From an optimization exercise on the open Yosys and OpenROAD flow, aimed at small area, a short achievable clock period and few clock cycles per item; shortcuts taken in it are not production practice.
Power is estimated from default activity; no workload was simulated.

## math_core_alu
module math_core_alu #(
    parameter int DW = 32,
    parameter int CW = 32
) (
    input  logic          clk,
    input  logic          rst,
    input  logic [0:1]    mode,
    input  logic          in_valid,
    output logic          in_ready,
    input  logic [0:DW-1] ain,
    input  logic [0:DW-1] bin,
    output logic          out_valid,
    input  logic          out_ready,
    output logic [0:DW-1] result,
    output logic          ovf,
    output logic [0:CW-1] statistic,
    input  logic          stat_ld,
    input  logic [0:CW-1] stat_din,
    input  logic          flush,
    output logic          busy
);
    logic [31:0]   a1;
    logic [31:0]   b1;
    logic [1:0]    m1;
    logic          v1;
    localparam int K = 12;
    logic [31:K]   s2;
    logic [31:K]   c2;
    logic [K-1:0]  lo2;
    logic          ck2;
    logic          k1_2;
    logic          k2_2;
    logic          mulp2;
    logic [2-1:0] l32_2;
    logic          v2;
    logic [CW-1:0] r_stat;
    logic          take2;
    logic          en1;
    logic          hs;
    assign take2    = !v2 || out_ready;
    assign en1      = !v1 || take2;
    assign in_ready = !flush && en1;
    assign hs       = v2 && out_ready && !flush;
    logic [34:0] bx;
    logic [16:0] bone, btwo, bneg;
    assign bx = {2'b00, b1, 1'b0};
    always_comb begin
        for (int i = 0; i < 17; i++) begin
            bone[i] = bx[2*i+1] ^ bx[2*i];
            btwo[i] = (bx[2*i+2] & ~bx[2*i+1] & ~bx[2*i]) | (~bx[2*i+2] & bx[2*i+1] & bx[2*i]);
            bneg[i] = bx[2*i+2];
        end
    end
    logic [31:0] mul_s, mul_c;
    logic        mul_p32;            
    logic [2-1:0] mul_l32;        
  ...
==> flow/config.mk <==
export PLATFORM = sky130hd
export DESIGN_NAME = math_core_alu
export DESIGN_NICKNAME = math_core_alu
export VERILOG_FILES = /design/flow/design.v
export SDC_FILE = /design/flow/constraint.sdc
export NUM_CORES = 4
export LEC_CHECK = 0
export ABC_AREA = 1
export CAP_MARGIN = 20
export CORE_MARGIN = 2
export CORE_UTILIZATION = 40
export SLEW_MARGIN = 20
==> flow/constraint.sdc <==
create_clock -name core_clock -period 10.0 [get_ports {clk}]
set_input_delay 2.0000 -clock core_clock [delete_from_list [all_inputs] [get_ports {clk}]]
set_output_delay 2.0000 -clock core_clock [all_outputs]
set_load 0.01 [all_outputs]
standard.sh (not shown) runs the stock make flow with config.mk's settings and CLKGATE_MAP_FILE= SYNTH_SCRIPT=/design/flow/synth_recipe.tcl, a recipe that flattens the netlist after the stock synthesis.
==> flow/flow/run.sh <==
#!/bin/bash
# The standard layout, with plain buf_1 port buffers and a tighter setup target
# for timing repair; the log of the whole make run goes to standard.log.
bash standard.sh BUFFER_PORTS_ARGS="-buffer_cell sky130_fd_sc_hd__buf_1" SETUP_SLACK_MARGIN=5.6 finish > standard.log 2>&1
The baseline went through all stages and came out clean.
==> next run, changes <==
--- a/flow/design.v
+++ b/flow/design.v
@@ -20,19 +20,18 @@
     output logic          busy
 );
     logic [31:0]   a1;
     logic [31:0]   b1;
     logic [1:0]    m1;
     logic          v1;
-    localparam int K = 12;
-    logic [31:K]   s2;
-    logic [31:K]   c2;
-    logic [K-1:0]  lo2;
-    logic          ck2;
+    logic [31:0]   s2;
+    logic [31:0]   c2;
+    logic          cin2;
     logic          k1_2;
     logic          k2_2;
+    logic          max2;
     logic          mulp2;
     logic [2-1:0] l32_2;
     logic          v2;
     logic [CW-1:0] r_stat;
     logic          take2;
     logic          en1;
@@ -863,31 +862,30 @@
     always_comb begin
         bsuf[31] = b1[31];
         for (int k = 30; k >= 0; k--) bsuf[k] = bsuf[k+1] | b1[k];
         g32 = 1'b0;
         for (int i = 1; i < 32; i++) g32 = g32 | (a1[i] & bsuf[32-i]);
     end
-    logic        is_mul, is_add, is_sub, is_max, b_gt;
+    logic        is_mul, is_add, is_max;
     logic [31:0] s_n, c_n;
-    logic        k1_n, k2_n;
-    logic [K+1:0] lo_n;
+    logic        cin_n, k1_n, k2_n;
     assign is_add = (m1 == 2'd0);
-    assign is_sub = (m1 == 2'd1);
     assign is_mul = (m1 == 2'd2);
     assign is_max = (m1 == 2'd3);
-    assign b_gt   = b1 > a1;
-    assign s_n    = is_mul ? mul_s : ((is_max && b_gt) ? b1 : a1);
-    assign c_n    = is_mul ? mul_c : (is_add ? b1 : (is_sub ? ~b1 : 32'd0));
-    assign lo_n   = {1'b0, s_n[K-1:0], is_sub} + {1'b0, c_n[K-1:0], is_sub};
-    assign k1_n   = is_sub || (is_mul && (g32 || mul_p32));
-    assign k2_n   = is_add || is_sub || (is_mul && !g32);
-    logic [33-K:0] hi;
-    logic          cout;
-    assign hi        = {1'b0, s2, ck2} + {1'b0, c2, ck2};
-    assign cout      = hi[33-K];
-    assign result    = {hi[32-K:1], lo2};
+    assign s_n    = is_mul ? mul_s : a1;
+    assign c_n    = is_mul ? mul_c : (is_add ? b1 : ~b1);
+    assign cin_n  = !is_mul && !is_add;
+    assign k1_n   = (m1 == 2'd1) || (is_mul && (g32 || mul_p32));
+    assign k2_n   = !is_max && !(is_mul && g32);
+    logic [33:0] sumx;
+    logic [31:0] sum;
+    logic        cout;
+    assign sumx      = {1'b0, s2, cin2} + {1'b0, c2, cin2};
+    assign sum       = sumx[32:1];
+    assign cout      = sumx[33];
+    assign result    = max2 ? (cout ? s2 : ~c2) : sum;
     assign ovf       = k1_2 ^ (k2_2 & cout) ^ (mulp2 & (^l32_2));
     assign out_valid = v2;
     assign statistic = r_stat;
     assign busy      = v1 || v2;
     always_ff @(posedge clk or negedge rst) begin
         if (!rst) begin
@@ -909,17 +907,17 @@
             b1 <= bin;
             m1 <= mode;
         end
     end
     always_ff @(posedge clk) begin
         if (take2) begin
-            s2   <= s_n[31:K];
-            c2   <= c_n[31:K];
-            lo2  <= lo_n[K:1];
-            ck2  <= lo_n[K+1];
+            s2   <= s_n;
+            c2   <= c_n;
+            cin2 <= cin_n;
             k1_2 <= k1_n;
             k2_2 <= k2_n;
+            max2 <= is_max;
             mulp2 <= is_mul && !g32;
             l32_2 <= mul_l32;
         end
     end
 endmodule
Non-clock buffer count drops by 45; worst hold slack gets worse by 0.026 ns; design area stays flat; clock power climbs by 5.9%; die area climbs by 2.0%; maximum frequency drops by 1.9%; via count drops by 0.32%; wire length drops by 4.1%; final cell count climbs by 1.6%; sequential share of layout area climbs by 1.5 points; total power climbs by 12%; global-route usage drops by 2.4 points; critical path depth drops by 1.
No functional check of the RTL was part of any run of this note.

==> port drivers added, routing unchanged <==
How much do the figures lean on ideal ports? The routed layouts below were timed once more, with nothing changed but the port constraints. Step 1 assumes that a clkbuf_16 drives the clock port and a buf_2 every other input. Step 2 also shifts input and output timing later by t, the mid clock arrival at the registers, as if the neighbouring blocks saw the same clock. Slacks: ideal / step 1 / step 2; pairs: ideal / step 1.
run	t (ns)	setup slack, ns	worst register clock-pin slew, ns
the first run	0.557	4.969 / 4.907 / 5.090	0.08 / 0.08
the second run	0.538	4.872 / 4.815 / 5.009	0.09 / 0.09
After both steps setup and hold are still met in every run listed.
